Background: an optimization exercise with open tools, aiming at a short achievable clock period and few clock cycles. Do not read the settings as production practice.
Function was checked by simulation only, so behaviour that the tests miss may differ from the original.
No activity file was given, so power comes from the tool's default toggle rates.

==> design/flow/run.sh <==
#!/bin/bash
# synth_recipe.tcl (not shown) runs the flow's synth.tcl, then flattens the netlist and writes it again
# the make line also repeats each setting of config.mk as NAME=value (left out here)
make -C /OpenROAD-flow-scripts/flow DESIGN_CONFIG=/design/flow/config.mk WORK_HOME=/design/flow/orfs CLKGATE_MAP_FILE= SYNTH_SCRIPT=/design/flow/synth_recipe.tcl finish
==> design/flow/config.mk <==
export PLATFORM = sky130hd
export DESIGN_NAME = fetch_unit
export DESIGN_NICKNAME = fetch_unit
export VERILOG_FILES = /design/flow/design.v
export SDC_FILE = /design/flow/constraint.sdc
export NUM_CORES = 4
export LEC_CHECK = 0
export CAP_MARGIN = 20
export CORE_MARGIN = 2
export CORE_UTILIZATION = 40
export SLEW_MARGIN = 20
==> design/flow/constraint.sdc <==
create_clock -name core_clock -period 4.0 [get_ports {clk}]
set_input_delay 0.8000 -clock core_clock [delete_from_list [all_inputs] [get_ports {clk}]]
set_output_delay 0.8000 -clock core_clock [all_outputs]
set_load 0.01 [all_outputs]
==> design/flow/design.v <==
package fetch_pkg;
  typedef enum logic [1:0] {
    IDLE = 2'd0,
    LOAD = 2'd1,
    RUN  = 2'd2,
    HALT = 2'd3
  } state_t;
  localparam int ADDR_W_DEF = 8;
  localparam int OP_HI   = 7;
  localparam int OP_LO   = 4;
  localparam int RD_HI   = 3;
  localparam int RD_LO   = 2;
  localparam int RS_HI   = 1;
  localparam int RS_LO   = 0;
  localparam int IMM4_HI = 3;
  localparam int IMM2_HI = 1;
endpackage
module fetch_queue #(
  parameter int AW    = 8,
  parameter int DEPTH = 2,
  localparam int CW   = $clog2(DEPTH + 1),
  localparam int PW   = $clog2(DEPTH)
) (
  input  logic          clk,
  input  logic          rst,
  input  logic          push,
  input  logic          pop,
  input  logic          flush,
  input  logic [AW-1:0] push_addr,
  input  logic [7:0]    push_instr,
  output logic [AW-1:0] head_addr,
  output logic [7:0]    head_instr,
  output logic [CW-1:0] count,
  output logic          full,
  output logic          empty
);
  logic [AW-1:0] addr_mem  [DEPTH];
  logic [7:0]    instr_mem [DEPTH];
  logic [PW-1:0] wr_ptr_reg, rd_ptr_reg;
  logic [CW-1:0] count_reg;
  logic          do_push, do_pop;
  assign full    = (count_reg == CW'(DEPTH));
  assign empty   = (count_reg == '0);
  assign do_push = push && (!full || pop);
  assign do_pop  = pop && !empty;
  always_ff @(posedge clk or posedge rst) begin
    if (rst) begin
      wr_ptr_reg <= '0;
      rd_ptr_reg <= '0;
      count_reg  <= '0;
    end else if (flush) begin
      wr_ptr_reg <= '0;
      rd_ptr_reg <= '0;
      count_reg  <= '0;
    end else begin
      if (do_push) wr_ptr_reg <= wr_ptr_reg + 1'b1;
      if (do_pop)  rd_ptr_reg <= rd_ptr_reg + 1'b1;
      case ({do_push, do_pop})
        2'b10:   count_reg <= count_reg + 1'b1;
        2'b01:   count_reg <= count_reg - 1'b1;
        default: count_reg <= count_reg;
      endcase
    end
  end
  always_ff @(posedge clk) begin
    if (do_push && !flush) begin
      addr_mem[wr_ptr_reg]  <= push_addr;
      instr_mem[wr_ptr_reg] <= push_instr;
    end
  end
  assign head_addr  = addr_mem[rd_ptr_reg];
  assign head_instr = instr_mem[rd_ptr_reg];
  assign count      = count_reg;
endmodule
module fetch_unit #(
  parameter int ADDR_W = fetch_pkg::ADDR_W_DEF,
  parameter int QDEPTH = 2
) (
  input  logic              clk,
  input  logic              rst,
  input  logic              load_en,
  input  logic              load_we,
  input  logic [15:0]       load_data,
  input  logic              run,
  input  logic              redirect_en,
  input  logic [ADDR_W-1:0] redirect_addr,
  input  logic              issue_ready,
  output logic              issue_valid,
  output logic [3:0]        opcode,
  output logic [1:0]        rd,
  output logic [1:0]        rs,
  output logic [1:0]        imm2,
  output logic [3:0]        imm4,
  output logic [ADDR_W-1:0] pc_out,
  output logic              halted,
  output logic              busy
);
  localparam int DEPTH = 2 ** ADDR_W;
  localparam int CW    = $clog2(QDEPTH + 1);
  fetch_pkg::state_t state_reg, state_next;
  logic [ADDR_W-1:0] end_addr_reg;
  logic              prog_valid_reg;
  logic              first_wr_reg;
  logic [ADDR_W:0]   fpc_reg, fpc_next;
  logic              inflight_reg, inflight_next;
  logic [ADDR_W-1:0] inflight_addr_reg;
  logic [7:0]        mem [DEPTH];
  logic [7:0]        rd_data_reg;
  logic              load_wr, fetch_en, slot_free, fpc_in_range, pipe_empty;
  logic [ADDR_W-1:0] load_addr;
  logic              q_push, q_pop, q_flush, q_full, q_empty;
  logic [CW-1:0]     q_count;
  logic [ADDR_W-1:0] head_addr;
  logic [7:0]        head_instr;
  assign load_addr    = load_data[8 +: ADDR_W];
  assign fpc_in_range = (fpc_reg <= {1'b0, end_addr_reg});
  assign pipe_empty   = q_empty && !inflight_reg;
  always_comb begin
    state_next    = state_reg;
    fpc_next      = fpc_reg;
    inflight_next = 1'b0;
    fetch_en      = 1'b0;
    q_flush       = 1'b0;
    q_push        = 1'b0;
    load_wr       = (state_reg == fetch_pkg::LOAD) && load_we;
    issue_valid   = (state_reg == fetch_pkg::RUN) && !q_empty;
    q_pop         = issue_valid && issue_ready;
    slot_free     = (int'(q_count) + int'(inflight_reg)) < (QDEPTH + int'(q_pop));
    case (state_reg)
      fetch_pkg::IDLE: begin
        if (load_en)  state_next = fetch_pkg::LOAD;
        else if (run) state_next = prog_valid_reg ? fetch_pkg::RUN : fetch_pkg::HALT;
      end
      fetch_pkg::LOAD: begin
        if (!load_en) state_next = fetch_pkg::IDLE;
      end
      fetch_pkg::RUN: begin
        if (redirect_en) begin
          q_flush  = 1'b1;
          fpc_next = {1'b0, redirect_addr};
        end else begin
          q_push = inflight_reg && (!q_full || q_pop);
          if (!fpc_in_range && pipe_empty) begin
            state_next = fetch_pkg::HALT;
          end else begin
            fetch_en      = fpc_in_range && slot_free;
            inflight_next = fetch_en;
            if (fetch_en) fpc_next = fpc_reg + 1'b1;
          end
        end
      end
      fetch_pkg::HALT: begin
        if (load_en)  state_next = fetch_pkg::LOAD;
        else if (run) state_next = fetch_pkg::RUN;
      end
      default: state_next = fetch_pkg::IDLE;
    endcase
    if (state_next == fetch_pkg::RUN && state_reg != fetch_pkg::RUN) begin
      fpc_next = '0;
      q_flush  = 1'b1;
    end
  end
  always_ff @(posedge clk or posedge rst) begin
    if (rst) begin
      state_reg         <= fetch_pkg::IDLE;
      end_addr_reg      <= '0;
      prog_valid_reg    <= 1'b0;
      first_wr_reg      <= 1'b0;
      fpc_reg           <= '0;
      inflight_reg      <= 1'b0;
      inflight_addr_reg <= '0;
    end else begin
      state_reg    <= state_next;
      fpc_reg      <= fpc_next;
      inflight_reg <= inflight_next;
      if (fetch_en) inflight_addr_reg <= fpc_reg[ADDR_W-1:0];
      if (state_next == fetch_pkg::LOAD && state_reg != fetch_pkg::LOAD) first_wr_reg <= 1'b1;
      if (load_wr) begin
        prog_valid_reg <= 1'b1;
        first_wr_reg   <= 1'b0;
        if (first_wr_reg || load_addr > end_addr_reg) end_addr_reg <= load_addr;
      end
    end
  end
  always_ff @(posedge clk) begin
    if (load_wr)  mem[load_addr] <= load_data[7:0];
    if (fetch_en) rd_data_reg <= mem[fpc_reg[ADDR_W-1:0]];
  end
  fetch_queue #(
    .AW    (ADDR_W),
    .DEPTH (QDEPTH)
  ) u_queue (
    .clk        (clk),
    .rst        (rst),
    .push       (q_push),
    .pop        (q_pop),
    .flush      (q_flush),
    .push_addr  (inflight_addr_reg),
    .push_instr (rd_data_reg),
    .head_addr  (head_addr),
    .head_instr (head_instr),
    .count      (q_count),
    .full       (q_full),
    .empty      (q_empty)
  );
  assign opcode = issue_valid ? head_instr[fetch_pkg::OP_HI:fetch_pkg::OP_LO]  : '0;
  assign rd     = issue_valid ? head_instr[fetch_pkg::RD_HI:fetch_pkg::RD_LO]  : '0;
  assign rs     = issue_valid ? head_instr[fetch_pkg::RS_HI:fetch_pkg::RS_LO]  : '0;
  assign imm2   = issue_valid ? head_instr[fetch_pkg::IMM2_HI:0]    : '0;
  assign imm4   = issue_valid ? head_instr[fetch_pkg::IMM4_HI:0]    : '0;
  assign pc_out = issue_valid ? head_addr : '0;
  assign halted = (state_reg == fetch_pkg::HALT);
  assign busy   = (state_reg == fetch_pkg::LOAD) || (state_reg == fetch_pkg::RUN);
endmodule
==> metrics.md <==
| Metric | Value |
|---|---|
| First DRT Iteration DRCs | `5625` |
| Gpl congestion | `0.873` |
| Die Height | `464 um` |
| Post-Syn Area per Cell | `19.6 um2` |
| H-Tree Depth | `4` |
| Final-report hold violation count | `0` |
| #FFs+latches synth | `2122` |
| Finished Layout Cells | `between 7000 and 8000` |
| Port Buffers | `55` |
| EDFF count, synth | `2088` |
| Max FFs per register | `around 2000` |
| # rows | `168` |
| Max Cap Viol | `0` |
| WP data required | `4590 ps` |
| CTS Root Cell | `clkbuf_16` |
| Routed wire per std cell | `28.8 um` |
| Comb pwr share | `22.4%` |
| Pins Over Slew Limit | `0` |
| Cell family with most CP delay | `simple AND/OR/NAND/NOR gates` |
| Sw frac | `between 20% and 30%` |
| Critical path arrival | `4550 ps` |
| TritonRoute pass-1 iters | `6` |
| Slew Limit Headroom | `17.4%` |
| Setup crit end kind | `flop` |
| Core ar. | `0.210 mm2` |
| # IOs | `56` |
| DRC violations left | `0` |
| CTS tree | `yes` |
| Reg2reg path depth | `8` |
| Synthesis warning total | `2` |
| Net switching power | `around 16 mW` |
| Peak supply drop | `0.491 mV` |
| R2r startpoint | `fpc_reg[0]` |
| Synth-to-Final Area Change | `15.7%` |
| Worst min path class | `in -> async` |
| Share of layout cells above drive strength 1 | `24.0%` |
| Final ANT Viol Nets | `0` |
| Crit-path max cell delay | `980 ps` |
| Flop2flop setup slack | `30 ps` |
| Worst-path cell chain | `buf_12 -> buf_12 -> mux4_1 -> mux2i_1 -> o311ai_0 -> nor4_1 -> or4_1 -> a31oi_1` |
| Period minus WS final | `3970 ps` |
| Die ar. | `around 0.21 mm2` |
| PD cells | `580 mW/mm2` |
| Setup Skew | `29.7 ps` |
| Reg with most FFs | `mem` |
| Setup TNS | `0 ps` |
| Total number of vias | `44600` |
| Grt ovf | `0` |
| Internal | `about 40 mW` |
| Setup crit start kind | `flop` |
| Synthesized area | `0.0845 mm2` |
| Post-synthesis cell type count | `78` |
| Syn Nets | `4363` |
| Fin nets | `about 5000` |
| Top flop regs | `mem: 2048 flops, u_queue.addr_mem: 16 flops, u_queue.instr_mem: 16 flops` |
| Design Power | `56.6 mW` |
| Critical-path top delay cell | `nor4_1` |
| Outcome | `finished clean` |
| FFs w/ async S/R, synth | `1.60%` |
| Worst-path clk slew | `70 ps` |
| Core Util, Final | `46.6%` |
| WL final | `224000 um` |
| All-Layer GR Usage | `20.6%` |
| Sequential share of the synthesized area | `75.2%` |
| Deepest clock path buffer count | `3` |
| Tightest Pin Transition | `1230 ps` |
| Post-Place Cells | `about 7400` |
| Crit share post-route | `between 90% and 100%` |
| Initial antenna violation count | `12` |
| Leak pwr | `31.1 nW` |
| Crit Path Max Fanout | `33` |
| Clock sinks | `2122` |
| # setup viols final | `0` |
| CTS Buf Count | `200` |
| WP depth | `8` |
| F_max | `252 MHz` |
| Chip width | `464 um` |
| Setup Crit Path Kind | `reg -> reg` |
| Post-Syn Instances | `between 4000 and 5000` |
| RR Endpoint | `rd_data_reg[6]` |
| Most frequent cells in the layout | `edfxtp_1 (2088), buf_4 (471), mux2i_1 (380)` |
| Most common cell after layout, fill and taps aside | `edfxtp_1` |
| Worst skew pair latency | `roughly 850 ps` |
| Largest net degree at the start of global routing | `131` |
| Starting Density | `between 40% and 50%` |
| Synth Flop Type | `edfxtp_1` |
| RSZ-0062 raised after global routing | `no` |
| Dpl hpwl | `142000 um` |
| Bufs and invs on worst path | `2` |
| CP dominant cell by count | `buf_12` |
| Reg power frac | `44.1%` |
| Vias in the first global route | `between 40000 and 50000` |
| DR vias/cell | `between 5 and 6` |
| Clock share of power | `around a third` |
| Global-route wire length before repair | `320000 um` |
## repair_timing
item                       CTS  global route
setup endpoints to repair    1             3
setup buffers                0             0
gates resized for setup      1             3
hold buffers                 0             0
## metrics by stage
step | setup WS (ps) | hold WS [ps] | cell area (um2)
after CTS | 8.04 | 386 | 97700
after floorplan | 741 | 421 | 84500
final | 33.2 | 409 | 97700
after detailed placement | -69.7 | 460 | 91200
after global placement | -57.2 | 451 | 91200
after global routing | 59.1 | 425 | 97700
## worst max path at each step
| stage | startpoint | end | slack [ps] |
|---|---|---|---|
| floorplan | fpc_reg[0] | inflight_addr_reg[0] | 740 |
| CTS | state_reg[0] | rs[1] | 8 |
| detailed placement | fpc_reg[0] | rd_data_reg[4] | -70 |
| global route | fpc_reg[0] | rd_data_reg[6] | 60 |
| finish | fpc_reg[0] | rd_data_reg[6] | 30 |
| global placement | fpc_reg[0] | rd_data_reg[4] | -60 |
## layer usage
metal,vias to the layer above,global-route usage (%),share of wire (%)
li1,18800,-,-
met1,23500,29.5,42
met2,1924,31.8,47
met3,320,3.87,8.2
met4,4,6.46,2.9
met5,-,0,0.012
## power groups by stage
stage	logic, mW	registers (mW)	clock network [mW]
after floorplan	8.47	25.2	0
after global placement	12.7	25.4	0
after detailed placement	12.7	25.4	0
after CTS	12.8	24.9	19.3
after global routing	13.3	25.0	20.1
final	12.7	24.9	19.0
## cells by family after synthesis
group	count (synthesis)	share of synthesized area, %
AND/OR/NAND/NOR	648	3.50
flip-flops	2122	75.2
buffers and inverters	299	2.53
XOR/XNOR	4	0.0415
multiplexers	753	14.4
adder cells (fa/ha/maj)	25	0.370
AO/OA/AOI/OAI	456	3.90
## cells in the mapped netlist (23+ instances only)
cell type	instances	share of area, %
a21oi_1	85	0.50
buf_2	44	0.26
buf_6	37	0.49
clkbuf_1	114	0.51
mux4_2	314	8.4
o22ai_1	69	0.51
nor3_1	85	0.50
nand3_1	40	0.24
edfxtp_1	2088	74
nor2_1	328	1.5
nor4_1	23	0.17
dfrtp_1	34	1.0
o21ai_0	36	0.21
ha_1	25	0.37
mux4_1	42	1.3
mux2i_1	380	4.5
nand2_1	82	0.36
o221ai_1	143	1.5
## area by class of cell
class	instances	area (um2)
Multi-Input combinational cell	1886	18900
Clock buffer	245	5310
Fill cell	17500	112000
Tap cell	2805	3510
Sequential cell	2122	63600
Antenna cell	5	12.5
Timing Repair Buffer	579	5180
Inverter	23	93.8
Clock inverter	118	1190
## worst register-to-register path, stage by stage (launching register included)
cell,delay (ps)
dfrtp_4,750
buf_12,290
buf_12,310
mux4_1,620
mux2i_1,290
o311ai_0,200
nor4_1,980
or4_1,230
a31oi_1,40
Testbench counts, summed over its fixed seeds: cycles 27,683.

-- re-timing with driven ports --
How much do the figures lean on ideal ports? The routed layout below was timed once more, with nothing changed but the port constraints.
Step 1, drivers: a clkbuf_16 drives clk and a buf_2 each remaining input, both assumed.
Step 2, shift: input delay + t, output delay - t, t = (earliest + latest rising clock arrival at the registers) / 2. This alone moves slack from input paths to output paths.
a / b / c = ideal / step 1 / step 2; a / b = the first two.
t, ns: 0.923
slack for setup (ns): 0.033 / 0.033 / 0.033
worst hold slack (ns): 0.409 / 0.344 / 0.468
worst slew at a driven data input, ns: 0.12
pins driven straight from the clock port: 1
After both steps setup and hold are still met in this run. For this run, drivers alone change the setup slack by 0.000 ns; drivers and shift together by 0.000 ns.
